Context: an optimization exercise on an open-source flow, tuned for small area, a short achievable clock period and few clock cycles per item. The choices shown serve that exercise and are no tape-out recipe. In this exercise RTL edits were held to simulation tests only and were not proved equivalent to the original.

==> design.v <==
package mb_pkg;
  localparam int BLOB_COUNT   = 10;
  localparam int FRAME_WIDTH  = 320;
  localparam int FRAME_HEIGHT = 200;
  localparam logic [1:0] MODE_LOAD    = 2'd0;
  localparam logic [1:0] MODE_ADVANCE = 2'd1;
  localparam logic [1:0] MODE_RENDER  = 2'd2;
  localparam logic [1:0] CFG_COLOR_MODE = 2'd0;
  localparam logic [1:0] CFG_ALPHA      = 2'd1;
  localparam logic [1:0] CFG_WAVE_GAIN  = 2'd2;
  localparam logic [24:0] SAT_HI = 25'h1FFFFFF;
endpackage
module mb_cell
(
  input  logic [24:0] blob_in,
  output logic [24:0] blob_out
);
  logic [8:0]         pos_x;
  logic [7:0]         pos_y;
  logic [5:0]         size;
  logic               dir_x, dir_y;
  logic signed [10:0] x, y, r, xo, yo;
  logic               fx, fy;
  assign {pos_x, pos_y, size, dir_x, dir_y} = blob_in;
  always_comb begin
    r  = 11'(size);
    x  = dir_x ? 11'(pos_x) - 11'sd1 : 11'(pos_x) + 11'sd1;
    y  = dir_y ? 11'(pos_y) - 11'sd1 : 11'(pos_y) + 11'sd1;
    xo = x;
    yo = y;
    fx = dir_x;
    fy = dir_y;
    if (x > 11'sd319 - r) begin
      xo = 11'sd319 - r;
      fx = ~dir_x;
    end else if (x < r) begin
      xo = r;
      fx = ~dir_x;
    end
    if (y > 11'sd199 - r) begin
      yo = 11'sd200 - r;
      fy = ~dir_y;
    end else if (y < r) begin
      yo = r;
      fy = ~dir_y;
    end
  end
  assign blob_out = {xo[8:0], yo[7:0], size, fx, fy};
endmodule
module mb_root
(
  input  logic        clk,
  input  logic        rst,
  input  logic        load,
  input  logic [15:0] ld_r,
  input  logic [19:0] ld_dp,
  input  logic [4:0]  ld_n,
  input  logic [1:0]  ld_x,
  input  logic        ld_force,
  input  logic        ld_sat,
  input  logic        ld_tag,
  input  logic        wavy,
  input  logic [23:0] stream,
  input  logic        grant,
  output logic        free,
  output logic        acc_req,
  output logic        first_req,
  output logic [24:0] q,
  output logic        q_tag
);
  logic        e_act, e_first, e_force, e_sat, e_tag, q_pend, e_one;
  logic [4:0]  e_cnt;
  logic [3:0]  e_c;
  logic [40:0] e_r;
  logic [40:0] e_p;
  logic [19:0] e_dp;
  logic [24:0] e_q;
  logic [1:0]  e_x, nx;
  logic        e_fin;
  logic [42:0] a;
  logic [43:0] c;
  logic        b;
  logic [40:0] r_nx;
  logic [40:0] p_nx;
  always_comb begin
    nx = 2'd0;
    if (wavy) begin
      case (e_c)
        4'd1:  nx = stream[21:20];
        4'd2:  nx = stream[19:18];
        4'd3:  nx = stream[17:16];
        4'd4:  nx = stream[15:14];
        4'd5:  nx = stream[13:12];
        4'd6:  nx = stream[11:10];
        4'd7:  nx = stream[9:8];
        4'd8:  nx = stream[7:6];
        4'd9:  nx = stream[5:4];
        4'd10: nx = stream[3:2];
        4'd11: nx = stream[1:0];
        default: nx = 2'd0;
      endcase
    end
    a    = {e_r, e_x};
    c    = {1'b0, a} - {1'b0, e_p, 2'b00} - 44'(e_dp);
    b    = ~c[43];
    r_nx = b ? c[40:0] : a[40:0];
    p_nx = b ? {e_p[39:0], 1'b0} + 41'(e_dp) : {e_p[39:0], 1'b0};
  end
  assign e_fin     = e_act && e_one;
  assign free      = !e_act || e_fin;
  assign acc_req   = q_pend && (!e_act || e_first);
  assign first_req = q_pend && e_act && e_first;
  assign q         = e_q;
  always_ff @(posedge clk) begin
    if (rst) begin
      e_act  <= 1'b0;
      q_pend <= 1'b0;
    end else begin
      if (grant) q_pend <= 1'b0;
      if (e_act) begin
        if (e_force)      e_q <= e_sat ? mb_pkg::SAT_HI : 25'd0;
        else if (e_first) e_q <= {24'd0, b};
        else              e_q <= {e_q[23:0], b};
        e_first <= 1'b0;
        if (e_fin) begin
          q_pend <= 1'b1;
          q_tag  <= e_tag;
        end
      end
      if (load) begin
        e_act   <= 1'b1;
        e_first <= 1'b1;
        e_dp    <= ld_dp;
        e_force <= ld_force;
        e_sat   <= ld_sat;
        e_tag   <= ld_tag;
      end else if (e_fin) begin
        e_act <= 1'b0;
      end
    end
  end
  always_ff @(posedge clk) begin
    if (load) begin
      e_r   <= 41'(ld_r);
      e_p   <= '0;
      e_cnt <= ld_n;
      e_one <= (ld_n == 5'd1);
      e_c   <= 4'd1;
      e_x   <= ld_x;
    end else begin
      e_r   <= r_nx;
      e_p   <= p_nx;
      e_x   <= nx;
      e_cnt <= e_cnt - 5'd1;
      e_one <= (e_cnt == 5'd2);
      if (e_c != 4'd12) e_c <= e_c + 4'd1;
    end
  end
endmodule
module mb_color
(
  input  logic [21:0] h,
  input  logic [2:0]  n,
  input  logic [21:0] u_in,
  input  logic [17:0] x_in,
  input  logic [7:0]  r1_in,
  output logic [21:0] u_out,
  output logic [17:0] x_out,
  output logic [7:0]  level,
  output logic [7:0]  y_out
);
  localparam logic [21:0] U = 22'd245760;
  logic [21:0] nu, t;
  logic [22:0] p;
  logic [12:0] y20;
  logic [8:0]  f2;
  always_comb begin
    nu = 22'(n) * U;
    t  = h + nu;
    u_out = (t >= 22'(6 * 245760)) ? t - 22'(6 * 245760) : t;
    if (u_in <= U)                    x_out = 18'(U - u_in);
    else if (u_in <= 22'(3 * 245760)) x_out = '0;
    else if (u_in <= 22'(4 * 245760)) x_out = 18'(u_in - 22'(3 * 245760));
    else                              x_out = 18'(U);
    p     = {x_in, 4'b0} + 23'(x_in);
    level = p[21:14];
    y20   = {r1_in, 4'b0} + {3'b0, r1_in, 2'b0};
    f2    = 9'(y20[12:8]) + 9'(y20[7:0]);
    y_out = (f2 >= 9'd255) ? 8'(f2 - 9'd255) : f2[7:0];
  end
endmodule
module metaball_pixel_generator
(
  input  logic        clk,
  input  logic        rst,
  input  logic        start,
  output logic        busy,
  input  logic [28:0] cmd_in,
  output logic        done,
  output logic [31:0] pixel_out,
  input  logic        cfg_write,
  input  logic [1:0]  cfg_index,
  input  logic [15:0] cfg_data
);
  logic [1:0]  color_mode;
  logic [7:0]  alpha_value;
  logic [15:0] wave_gain;
  always_ff @(posedge clk) begin
    if (rst) begin
      color_mode  <= 2'd0;
      alpha_value <= 8'd255;
      wave_gain   <= 16'd0;
    end else if (cfg_write) begin
      case (cfg_index)
        mb_pkg::CFG_COLOR_MODE: color_mode  <= cfg_data[1:0];
        mb_pkg::CFG_ALPHA:      alpha_value <= cfg_data[7:0];
        mb_pkg::CFG_WAVE_GAIN:  wave_gain   <= cfg_data;
        default: ;
      endcase
    end
  end
  logic mode1, wavy, gneg, gzero;
  assign mode1 = (color_mode == 2'd1);
  assign wavy  = color_mode[1];
  assign gneg  = wave_gain[15];
  assign gzero = (wave_gain == 16'd0);
  logic [1:0]  gp_st;
  logic [19:0] gb;
  logic [4:0]  glen;
  logic [4:0]  gi;
  logic        gbit;
  logic [39:0] ga2;
  logic [15:0] gabs;
  assign gabs = gneg ? 16'(-wave_gain) : wave_gain;
  always_ff @(posedge clk) begin
    if (rst) begin
      gp_st <= 2'd0;
    end else if (cfg_write && cfg_index == mb_pkg::CFG_WAVE_GAIN) begin
      gp_st <= 2'd1;
      glen  <= 5'd0;
    end else begin
      case (gp_st)
        2'd1: begin
          if (glen == 5'd0) begin
            gb   <= 20'(gabs);
            glen <= 5'd1;
          end else begin
            gb    <= {gb[15:0], 4'b0} + {1'b0, gb[15:0], 3'b0} + gb;
            glen  <= 5'd20;
            gp_st <= 2'd2;
          end
        end
        2'd2: begin
          if (gb == 20'd0) begin
            gp_st <= 2'd0;
          end else if (gb[19]) begin
            gp_st <= 2'd3;
            gi    <= 5'd1;
            gbit  <= gb[0];
            ga2   <= '0;
          end else begin
            gb   <= {gb[18:0], 1'b0};
            glen <= glen - 5'd1;
          end
        end
        2'd3: begin
          ga2  <= {21'(ga2[39:20]) + (gbit ? 21'(gb) : 21'd0), ga2[19:1]};
          gbit <= (gi < 5'd20) && gb[gi];
          gi   <= gi + 5'd1;
          if (gi == 5'd20) gp_st <= 2'd0;
        end
        default: ;
      endcase
    end
  end
  logic [24:0] ring [mb_pkg::BLOB_COUNT];
  logic [24:0] head, adv_blob, tail_in;
  assign head = ring[0];
  mb_cell u_adv (.blob_in(head), .blob_out(adv_blob));
  logic        cur_v;
  logic [28:0] cur;
  logic [3:0]  rot;
  logic [3:0]  ofs;
  logic        busy_r;
  logic [1:0]  cmode, in_mode;
  logic [3:0]  cidx, in_idx, ofs_next;
  logic        is_render, is_adv, is_load, is_nop, ld_hit, rotate, rot_last, fin;
  logic        fetch, accept, busy_next, in_quick;
  logic        s0_free;
  logic        f_tag;
  logic [1:0]  inuse;
  assign cmode     = cur[28:27];
  assign cidx      = cur[26:23];
  assign is_render = cur_v && (cmode == mb_pkg::MODE_RENDER);
  assign is_adv    = cur_v && (cmode == mb_pkg::MODE_ADVANCE);
  assign is_load   = cur_v && (cmode == mb_pkg::MODE_LOAD) && (cidx < 4'd10);
  assign is_nop    = cur_v && ((cmode == 2'd3) || ((cmode == mb_pkg::MODE_LOAD) && (cidx >= 4'd10)));
  assign ld_hit    = is_load && (ofs == cidx);
  assign rot_last  = (rot == 4'd9);
  assign fetch     = is_render && s0_free && (gp_st == 2'd0) && !(rot == 4'd0 && inuse[f_tag]);
  assign rotate    = fetch || is_adv || is_load;
  assign fin       = is_nop || ld_hit || (is_adv && rot_last) || (fetch && rot_last);
  assign tail_in   = ld_hit ? {cur[22:14], cur[13:6], cur[5:0], 2'b00} :
                     is_adv ? adv_blob : head;
  assign accept    = start && !busy_r;
  assign ofs_next  = is_load ? ((ofs == 4'd9) ? 4'd0 : ofs + 4'd1) : ofs;
  assign in_mode   = cmd_in[28:27];
  assign in_idx    = cmd_in[26:23];
  assign in_quick  = (in_mode == 2'd3) ||
                     ((in_mode == mb_pkg::MODE_LOAD) && ((in_idx >= 4'd10) || (in_idx == ofs_next)));
  always_comb begin
    if (accept)
      busy_next = !in_quick;
    else if (cur_v && !fin)
      busy_next = !((is_adv && rot == 4'd8) || (is_load && ofs_next == cidx));
    else
      busy_next = 1'b0;
  end
  assign busy = busy_r;
  always_ff @(posedge clk) begin
    if (rotate) begin
      for (int i = 0; i < mb_pkg::BLOB_COUNT - 1; i++) ring[i] <= ring[i + 1];
      ring[mb_pkg::BLOB_COUNT - 1] <= tail_in;
    end
  end
  always_ff @(posedge clk) begin
    if (rst) begin
      cur_v  <= 1'b0;
      busy_r <= 1'b0;
      ofs    <= 4'd0;
      rot    <= 4'd0;
    end else begin
      ofs    <= ofs_next;
      busy_r <= busy_next;
      if (fetch || is_adv) rot <= rot_last ? 4'd0 : rot + 4'd1;
      if (accept) begin
        cur   <= cmd_in;
        cur_v <= 1'b1;
        rot   <= 4'd0;
      end else if (fin) begin
        cur_v <= 1'b0;
      end
    end
  end
  logic        s0_v, s0_first, s0_tag;
  logic [8:0]  s0_dx;
  logic [7:0]  s0_dy;
  logic [5:0]  s0_sz;
  logic signed [9:0] fdx;
  logic signed [8:0] fdy;
  logic        s0_to_s1;
  assign fdx = $signed({1'b0, cur[22:14]}) - $signed({1'b0, head[24:16]});
  assign fdy = $signed({1'b0, cur[13:6]})  - $signed({1'b0, head[15:8]});
  assign s0_free = !s0_v || s0_to_s1;
  always_ff @(posedge clk) begin
    if (rst) begin
      s0_v <= 1'b0;
    end else if (fetch) begin
      s0_v    <= 1'b1;
      s0_dx   <= fdx[9] ? 9'(-fdx) : fdx[8:0];
      s0_dy   <= fdy[8] ? 8'(-fdy) : fdy[7:0];
      s0_sz    <= head[7:2];
      s0_first <= (rot == 4'd0);
      s0_tag   <= f_tag;
    end else if (s0_to_s1) begin
      s0_v <= 1'b0;
    end
  end
  logic [9:0] pxy [2];
  always_ff @(posedge clk) begin
    if (rst)                   f_tag <= 1'b0;
    else if (fetch && rot_last) f_tag <= ~f_tag;
    if (fetch && rot == 4'd0) pxy[f_tag] <= 10'(cur[22:14]) + 10'(cur[13:6]);
  end
  logic        s1_v, s1_first, s1_tag, s1_zero;
  logic [9:0]  s1_xhh;
  logic [8:0]  s1_xhl;
  logic [7:0]  s1_xll;
  logic [7:0]  s1_yhh, s1_yhl, s1_yll;
  logic [11:0] s1_sq;
  logic [3:0]  s1_lb;
  logic        s1_to_s2;
  logic [8:0]  sb;
  logic [11:0] ssq;
  logic [3:0]  slb;
  always_comb begin
    sb  = mode1 ? 9'({s0_sz, 2'b0}) + 9'(s0_sz) : 9'(s0_sz);
    slb = 4'd0;
    for (int i = 0; i < 9; i++) if (sb[i]) slb = 4'(i + 1);
    ssq = s0_sz * s0_sz;
  end
  always_ff @(posedge clk) begin
    if (rst) begin
      s1_v <= 1'b0;
    end else if (s0_to_s1) begin
      s1_v     <= 1'b1;
      s1_xhh   <= s0_dx[8:4] * s0_dx[8:4];
      s1_xhl   <= s0_dx[8:4] * s0_dx[3:0];
      s1_xll   <= s0_dx[3:0] * s0_dx[3:0];
      s1_yhh   <= s0_dy[7:4] * s0_dy[7:4];
      s1_yhl   <= s0_dy[7:4] * s0_dy[3:0];
      s1_yll   <= s0_dy[3:0] * s0_dy[3:0];
      s1_sq    <= ssq;
      s1_lb    <= slb;
      s1_zero  <= wavy ? gzero : (s0_sz == 6'd0);
      s1_first <= s0_first;
      s1_tag   <= s0_tag;
    end else if (s1_to_s2) begin
      s1_v <= 1'b0;
    end
  end
  logic        s2_v, s2_first, s2_tag, s2_zero;
  logic [18:0] s2_d;
  logic [17:0] s2_bn2;
  logic signed [5:0] s2_ls8;   
  logic        s2_to_s3;
  logic [17:0] b2;
  assign b2 = mode1 ? {s1_sq, 4'b0} + {1'b0, s1_sq, 3'b0} + 18'(s1_sq) : 18'(s1_sq);
  always_ff @(posedge clk) begin
    if (rst) begin
      s2_v <= 1'b0;
    end else if (s1_to_s2) begin
      s2_v     <= 1'b1;
      s2_d     <= {1'b0, s1_xhh, 8'd0} + {5'd0, s1_xhl, 5'd0} + 19'(s1_xll)
                + {3'b0, s1_yhh, 8'd0} + {6'd0, s1_yhl, 5'd0} + 19'(s1_yll);
      s2_bn2   <= b2 << {4'd9 - s1_lb, 1'b0};
      s2_ls8   <= wavy ? $signed({1'b0, glen}) - 6'sd5
                       : $signed({2'b0, s1_lb}) + (mode1 ? 6'sd8 : 6'sd4);
      s2_zero  <= s1_zero;
      s2_first <= s1_first;
      s2_tag   <= s1_tag;
    end else if (s2_to_s3) begin
      s2_v <= 1'b0;
    end
  end
  logic        s3_v, s3_first, s3_tag, s3_force, s3_sat;
  logic [19:0] s3_dp;
  logic [15:0] s3_r;
  logic [1:0]  s3_x;
  logic [4:0]  s3_n;
  logic        s3_to_e;
  logic [3:0]  v0;
  logic signed [6:0] n0;
  logic [19:0] dpn;
  logic        fz, fs;
  always_comb begin
    v0 = 4'd9;
    for (int k = 0; k < 9; k++) if (s2_d[2 * k +: 2] != 2'b00) v0 = 4'(8 - k);
    if (s2_d[18]) v0 = 4'd0;
    n0  = 7'(s2_ls8) + $signed({3'b0, v0});
    dpn = 20'(s2_d) << {v0, 1'b0};
    fz  = s2_zero || (n0 <= 7'sd0 && s2_d != 19'd0);
    fs  = !s2_zero && (s2_d == 19'd0);
  end
  always_ff @(posedge clk) begin
    if (rst) begin
      s3_v <= 1'b0;
    end else if (s2_to_s3) begin
      s3_v     <= 1'b1;
      s3_dp    <= dpn;
      s3_r     <= wavy ? ga2[39:24] : s2_bn2[17:2];
      s3_x     <= wavy ? ga2[23:22] : s2_bn2[1:0];
      s3_n     <= (fz || fs) ? 5'd1 : 5'(n0);
      s3_force <= fz || fs;
      s3_sat   <= fs;
      s3_first <= s2_first;
      s3_tag   <= s2_tag;
    end else if (s3_to_e) begin
      s3_v <= 1'b0;
    end
  end
  localparam int K = 7;
  logic [K-1:0]  e_free, e_req, e_freq, e_load, e_grant;
  logic [24:0]   e_q   [K];
  logic [K-1:0]  e_qtag;
  logic          disp_ok;
  assign disp_ok = s3_v;
  always_comb begin
    e_load = '0;
    for (int j = K - 1; j >= 0; j--) begin
      if (e_free[j]) e_load = K'(1) << j;
    end
    if (!disp_ok) e_load = '0;
  end
  assign s3_to_e  = s3_v && (|e_free);
  assign s2_to_s3 = s2_v && (!s3_v || s3_to_e);
  assign s1_to_s2 = s1_v && (!s2_v || s2_to_s3);
  assign s0_to_s1 = s0_v && (!s1_v || s1_to_s2);
  always_comb begin
    e_grant = '0;
    if (|e_freq) begin
      e_grant = e_freq;
    end else begin
      for (int j = K - 1; j >= 0; j--) begin
        if (e_req[j]) e_grant = K'(1) << j;
      end
    end
  end
  for (genvar j = 0; j < K; j++) begin : g_eng
    mb_root u_root (
      .clk       (clk),
      .rst       (rst),
      .load      (e_load[j]),
      .ld_r      (s3_r),
      .ld_dp     (s3_dp),
      .ld_n      (s3_n),
      .ld_x      (s3_x),
      .ld_force  (s3_force),
      .ld_sat    (s3_sat),
      .ld_tag    (s3_tag),
      .wavy      (wavy),
      .stream    (ga2[23:0]),
      .grant     (e_grant[j]),
      .free      (e_free[j]),
      .acc_req   (e_req[j]),
      .first_req (e_freq[j]),
      .q         (e_q[j]),
      .q_tag     (e_qtag[j])
    );
  end
  logic [28:0] acc [2];   
  logic [3:0]  cnt [2];
  logic        ctag, c_start;
  logic [24:0] gq, aq;
  logic        gtag, atag, av;
  logic [3:0]  c_st;
  always_comb begin
    gq   = '0;
    gtag = 1'b0;
    for (int j = 0; j < K; j++) begin
      if (e_grant[j]) begin
        gq   = e_q[j];
        gtag = e_qtag[j];
      end
    end
  end
  always_ff @(posedge clk) begin
    aq   <= gq;
    atag <= gtag;
  end
  assign c_start = (cnt[ctag] == 4'd10) && (c_st == 4'd0);
  always_ff @(posedge clk) begin
    if (rst) begin
      av      <= 1'b0;
      acc[0]  <= '0;
      acc[1]  <= '0;
      cnt[0]  <= '0;
      cnt[1]  <= '0;
      inuse   <= '0;
      ctag    <= 1'b0;
    end else begin
      av   <= |e_grant;
      if (av) begin
        acc[atag] <= acc[atag] + 29'(aq);
        cnt[atag] <= cnt[atag] + 4'd1;
      end
      if (c_start) begin
        acc[ctag]   <= '0;
        cnt[ctag]   <= '0;
        inuse[ctag] <= 1'b0;
        ctag        <= ~ctag;
      end
      if (fetch && rot == 4'd0) inuse[f_tag] <= 1'b1;
    end
  end
  localparam logic [25:0] H_LO = 26'(20 * 4096);
  localparam logic [25:0] H_HI = 26'(360 * 4096);
  logic [30:0]        c_s;
  logic [28:0]        c_sig;
  logic [9:0]         c_pxy;
  logic [21:0]        c_u;
  logic [17:0]        c_x;
  logic signed [30:0] ts;
  logic signed [30:0] sv;
  logic [21:0]        hh;
  logic [2:0]         cn;
  logic [21:0]        u_nx;
  logic [17:0]        x_nx;
  logic [7:0]         lvl, y_nx, red0;
  logic [8:0]         f1;
  logic [12:0]        kk;
  logic [19:0]        bl;
  logic [7:0]         px_r, px_g, px_b;
  logic               done_r;
  assign c_sig = acc[ctag];
  assign c_pxy = pxy[ctag];
  always_comb begin
    if (wavy && gneg)
      ts = $signed({9'd0, c_pxy, 12'd0}) - $signed({2'b0, c_sig});
    else
      ts = $signed(wavy ? {9'd0, c_pxy, 12'd0} : 31'd0) + $signed({2'b0, c_sig});
    if ($signed(c_s) > 31'sd33554431)       sv = 31'sd33554431;
    else if ($signed(c_s) < -31'sd33554432) sv = -31'sd33554432;
    else                                    sv = c_s;
    if ($signed(c_s) < $signed(31'(H_LO)))      hh = 22'(H_LO);
    else if ($signed(c_s) > $signed(31'(H_HI))) hh = 22'(H_HI);
    else                                        hh = c_s[21:0];
    kk = c_s[24:12];
    f1 = 9'(kk[12:8]) + 9'(kk[7:0]);
    bl = 20'd131072 + {c_s[14:0], 5'b0} + {c_s[15:0], 4'b0} + {c_s[18:0], 1'b0};
    red0 = (c_x[7:0] == 8'd0) ? 8'd0 : 8'd255 - c_x[7:0];
    case (c_st)
      4'd4:    cn = 3'd3;
      4'd5:    cn = 3'd1;
      default: cn = 3'd5;
    endcase
  end
  mb_color u_color (
    .h      (c_s[21:0]),
    .n      (cn),
    .u_in   (c_u),
    .x_in   (c_x),
    .r1_in  (c_u[7:0]),
    .u_out  (u_nx),
    .x_out  (x_nx),
    .level  (lvl),
    .y_out  (y_nx)
  );
  always_ff @(posedge clk) begin
    if (rst) begin
      c_st   <= 4'd0;
      done_r <= 1'b0;
    end else begin
      done_r <= 1'b0;
      case (c_st)
        4'd0: if (c_start) begin
          c_s  <= ts;
          c_st <= 4'd1;
        end
        4'd1: begin
          c_s  <= sv;
          c_st <= 4'd2;
        end
        4'd2: begin
          if (color_mode == 2'd0) begin
            px_b <= bl[19:12];
            c_st <= 4'd6;
          end else begin
            c_s  <= 31'(hh);
            c_st <= 4'd3;
          end
        end
        4'd3: c_st <= 4'd4;        
        4'd4: c_st <= 4'd5;        
        4'd5: begin                
          px_r <= lvl;
          c_st <= 4'd7;
        end
        4'd7: begin                
          px_g <= lvl;
          c_st <= 4'd9;
        end
        4'd9: begin                
          px_b   <= lvl;
          done_r <= 1'b1;
          c_st   <= 4'd0;
        end
        4'd6: c_st <= 4'd8;        
        4'd8: begin
          px_r   <= red0;
          px_g   <= 8'd255 - red0;
          done_r <= 1'b1;
          c_st   <= 4'd0;
        end
        default: c_st <= 4'd0;
      endcase
    end
  end
  always_ff @(posedge clk) begin
    c_u <= (c_st == 4'd2) ? 22'((f1 >= 9'd255) ? 8'(f1 - 9'd255) : f1[7:0]) : u_nx;
    c_x <= (c_st == 4'd6) ? 18'(y_nx) : x_nx;
  end
  assign done      = done_r;
  assign pixel_out = {px_r, px_g, px_b, alpha_value};
endmodule
==> flow/run.sh <==
#!/bin/bash
# Standard layout, with timing repair aiming for extra setup slack so the
# achieved period shrinks below the fixed 12 ns constraint, and free to
# resize cells across footprints while doing so; cells placed more densely.
set -euo pipefail
bash standard.sh SETUP_SLACK_MARGIN=7.6 MATCH_CELL_FOOTPRINT=0 PLACE_DENSITY=0.7 finish > standard_flow.log 2>&1
==> standard.sh <==
#!/bin/bash
# synth_recipe.tcl (not shown) runs the flow's synth.tcl, then flattens the netlist and writes it again
# the make line also repeats each setting of config.mk as NAME=value (left out here)
make -C /OpenROAD-flow-scripts/flow DESIGN_CONFIG=/design/flow/config.mk WORK_HOME=/design/flow/orfs CLKGATE_MAP_FILE= SYNTH_SCRIPT=/design/flow/synth_recipe.tcl "${@:-finish}"
==> config.mk <==
export PLATFORM = sky130hd
export DESIGN_NAME = metaball_pixel_generator
export DESIGN_NICKNAME = metaball_pixel_generator
export VERILOG_FILES = /design/flow/design.v
export SDC_FILE = /design/flow/constraint.sdc
export NUM_CORES = 4
export LEC_CHECK = 0
export CAP_MARGIN = 20
export CORE_MARGIN = 2
export CORE_UTILIZATION = 40
export SLEW_MARGIN = 20
==> constraint.sdc <==
create_clock -name core_clock -period 12.0 [get_ports {clk}]
set_input_delay 2.4000 -clock core_clock [delete_from_list [all_inputs] [get_ports {clk}]]
set_output_delay 2.4000 -clock core_clock [all_outputs]
set_load 0.01 [all_outputs]
==> metrics.json <==
{
  "outcome": "no timing/DRC/antenna violations",
  "critPathRequiredTime_ps": 12810,
  "proportion_of_layout_cells_with_a_drive_suffix_above_1_pct": 6.17,
  "final_hold_viol_count": 0,
  "use_met1_pct": 25.5,
  "sink_count_of_the_clock_tree": 1810,
  "post_synth_main_area_contributors": "sky130_fd_sc_hd__edfxtp_1, sky130_fd_sc_hd__dfxtp_1, sky130_fd_sc_hd__ha_1",
  "grt_overflow": 0,
  "grt_max_degree": 182,
  "synth_cell_type_count": 116,
  "synth_top_cell_area_share_pct": 25.0,
  "crit_path_cell_trace": "inv_1 > fa_1 > ha_1 > nand4_1 > nor2_1 > a221oi_4 > a211oi_2 > nor4_2 > nor2_1 > a31oi_4 > xor2_4 > clkbuf_16 > a2111oi_1 > a21oi_1 > a21oi_1",
  "vias_in_the_first_global_route": 82600,
  "route.vias.total": 86800,
  "design.portCount": 85,
  "worst_path_max_delay_cell": "sky130_fd_sc_hd__ha_1",
  "row_count": 196,
  "highest_achievable_clock_rate_mhz": 229,
  "slew_headroom_pct": 20.0,
  "remaining_drc_errors": 0,
  "report.final.setup_viol": 0,
  "clkSlewWorstSetupHoldPaths_ps": 60,
  "grt_setup_unrepaired": "yes",
  "max_cap_viol_count": 0,
  "dpl_cell_area_um2": 119000,
  "core_um2": 285000,
  "floorplan.initialDensity_pct": 40.2,
  "clock_tree.root_cell": "sky130_fd_sc_hd__clkbuf_16",
  "htree_levels": 4,
  "finalClockSkew_ps": 116,
  "tritoncts.num_buffers": 207,
  "netlist.top_cell.by_area": "sky130_fd_sc_hd__edfxtp_1",
  "chipWidth_um": 539,
  "worst-endpoint-arrival_ps": 5180,
  "holdPathEnd": "g_eng[5].u_root.e_r[22]",
  "initial_antenna_violation_count": 18,
  "synth_cells": 12200,
  "slew_viol_final": 0,
  "final_cell_count_without_fillers": 16100,
  "kind_of_cell_adding_the_most_delay_to_the_critical_path": "compound AO/OA/AOI/OAI gates",
  "ys_warn_count": 7,
  "cts_max_path_buffers": 4,
  "synth-main-ff-cell": "sky130_fd_sc_hd__edfxtp_1",
  "timing.reg2reg.setup_slack_ps": 7630,
  "holdCritStartpoint": "g_eng[5].u_root.e_r[20]",
  "place.port_buffers": 84,
  "cts_tree": "built",
  "synth-edff-count": 953,
  "drtIter0Drc": 6766,
  "worst-path-max-fanout": 46,
  "async_flop_share_pct": 0,
  "post_route_ant_nets": 0,
  "grt_util_met3_pct": 2.56,
  "netlist_area_um2": 115000,
  "cp-end-kind": "flop",
  "max_stage_delay_ps": 440,
  "fin_setup_tns_ps": 0,
  "hold-worst-slack_ps": 369,
  "yosys-top-cells-count": "sky130_fd_sc_hd__inv_1, sky130_fd_sc_hd__nor2_1, sky130_fd_sc_hd__ha_1, sky130_fd_sc_hd__nand2_1, sky130_fd_sc_hd__a21oi_1",
  "flow.area_growth_from_synthesis_pct": 10.9,
  "finalWorstPathRequiredPeriod_ps": 4370,
  "grt_first_pass_wirelength_um": 441000,
  "routed_wl_um": 277000,
  "regToRegEndpoint": "g_eng[6].u_root.e_r[8]",
  "reg2reg_launch_point": "g_eng[6].u_root.e_dp[6]",
  "met2_usage_pct": 29.3,
  "layout.nets": 13400,
  "via_density_per_instance": 5.41,
  "worst_hold_path.num_cells": 2,
  "fp.dieArea_um2": 291000,
  "synth.most_common_cell": "sky130_fd_sc_hd__inv_1",
  "detail_routed_net_length_per_standard_cell_um": 17.2,
  "numPlacedInstances": 15600,
  "max_slew.worst_pin.slew_ps": 1200,
  "startpoint_type": "flop",
  "grt.busiest_layer": "met2",
  "critical_path.n_buffers_inverters": 2,
  "ff2ff_path_depth": 15,
  "holdCritPathClass": "flop to flop",
  "place.detailed.hpwl_um": 192000,
  "timing.final.crit_share_pct": 36.4,
  "clock_insertion_delay_worst_skew_ps": 930,
  "die_h_um": 539,
  "timing_worst_setup_path_type": "flop to flop",
  "yosysSeqAreaShare_pct": 39.9,
  "globalplace.congestion": 0.893,
  "grt_total_usage_pct": 18.3,
  "drtPass1Iterations": 9,
  "final_design_area_no_fill_um2": 127000,
  "postSynthAreaPerCell_um2": 9.41,
  "synth.ff_latch_count": 1810
}
layer usage:
metal	vias up	share of wire, %	wire, um
met2	2309	45	124000
met4	0	3.2	8790
li1	42700	-	-
met5	-	0	0
met3	451	6.1	16800
met1	41400	46	127000
cells by family (layout without fill, tap and decap cells):
group | count (synthesis) | in the layout | synth area share [%]
compound gates | 2925 | 2925 | 16.3
xor+xnor | 784 | 787 | 6.00
fa+ha+maj | 1247 | 1247 | 15.1
buf+inv | 1627 | 1727 | 5.58
flops | 1810 | 1810 | 39.9
mux | 305 | 305 | 2.83
other cells | 2 | 14 | 0.00655
simple gates | 3479 | 3482 | 14.3
sequential cells by signal (all words and copies together) (netlist names), 25 cells and up, named ones only:
name,cells
acc,58
aq,25
c_s,31
cur,29
g_eng.u_root.e_c,28
g_eng.u_root.e_cnt,35
g_eng.u_root.e_dp,140
g_eng.u_root.e_p,287
g_eng.u_root.e_q,175
g_eng.u_root.e_r,287
ga2,40
ring,250
metrics by stage:
step                      utilization (%)  worst slack, ps
after floorplan                         -             7310
after global placement               41.8             6510
after detailed placement             41.8             6480
after CTS                            44.4             7600
after global routing                 44.6             7380
final                                44.6             7630
cell usage in the layout, fill, tap and decap left out, drive strengths merged, types with 83 or more instances in the layout:
| master | n |
|---|---|
| and3 | 132 |
| a211oi | 145 |
| o21a | 89 |
| fa | 230 |
| and2 | 168 |
| dfxtp | 857 |
| nand3 | 242 |
| a21oi | 974 |
| nor2b | 135 |
| nand4 | 94 |
| clkdlybuf4s50 | 83 |
| a21o | 418 |
| inv | 1153 |
| mux2i | 219 |
| ha | 1017 |
| nand2 | 1004 |
| nor3 | 232 |
| nand2b | 110 |
| a31oi | 109 |
| edfxtp | 953 |
| or3 | 83 |
| xor2 | 289 |
| nor2 | 1054 |
| clkbuf | 267 |
| xnor2 | 498 |
| buf | 113 |
| o21ai | 578 |
how the worst max path moves through the flow:
| stage | slack [ps] | endpoint | from | depth (start not counted) |
|---|---|---|---|---|
| 6_report | 7630 | g_eng[6].u_root.e_r[8] | g_eng[6].u_root.e_dp[6] | 15 |
| 5_1_grt | 7380 | g_eng[6].u_root.e_r[8] | g_eng[6].u_root.e_dp[6] | 15 |
| 4_1_cts | 7600 | g_eng[6].u_root.e_p[23] | g_eng[6].u_root.e_dp[6] | 15 |
| 3_5_place_dp | 6480 | s1_sq[11] | rst | 4 |
| 3_3_place_gp | 6510 | acc[1][7] | rst | 5 |
| 2_1_floorplan | 7310 | ga2[0] | rst | 4 |
repair_timing:
item,4_1_cts,5_1_grt
hold buffers,0,0
gates cloned,2,7
pin swaps,3,9
resized for setup,34,73
setup buffers,5,14
endpoints found under the setup margin,395,600
layout make-up:
cell class / count / area, um2
antenna: 11 / 27.5
clock buffer: 263 / 5660
clock inverter: 123 / 1560
fill: 26800 / 158000
inverter: 1141 / 4290
multi-input combinational: 8749 / 63200
sequential: 1810 / 45800
tap: 3762 / 4710
timing repair buffer: 200 / 1960
tightest hold or removal path: stages (launching register included):
cell and delay, ps:
sky130_fd_sc_hd__dfxtp_1 310, sky130_fd_sc_hd__nand2_1 50, sky130_fd_sc_hd__a21oi_1 50
Testbench counts, summed over its fixed seeds: cycles 33,561, pixels 1,568.

-- port drivers added, routing unchanged --
Ports are ideal in the flow. The routed layout listed here was re-timed in OpenROAD. Step 1 sets driving cells, clkbuf_16 on the clock port and buf_2 on the other inputs (assumed; they add their load-dependent delay and slew). Step 2 times the ports against the registers' clock, not the clock port: input delays grow and output delays shrink by t, the midpoint of the rising clock arrivals with the driver on. a / b / c = ideal / step 1 / step 2; a / b = the first two.
t (ns): 0.967
setup slack, ns: 7.631 / 7.631 / 6.830
latest minus earliest clock arrival (ns): 0.124 / 0.124
cell pins on the clock port's net: 1
After both steps setup and hold are still met in this run. The setup slack of this run moves by 0.000 ns with the drivers and by -0.801 ns with both steps.
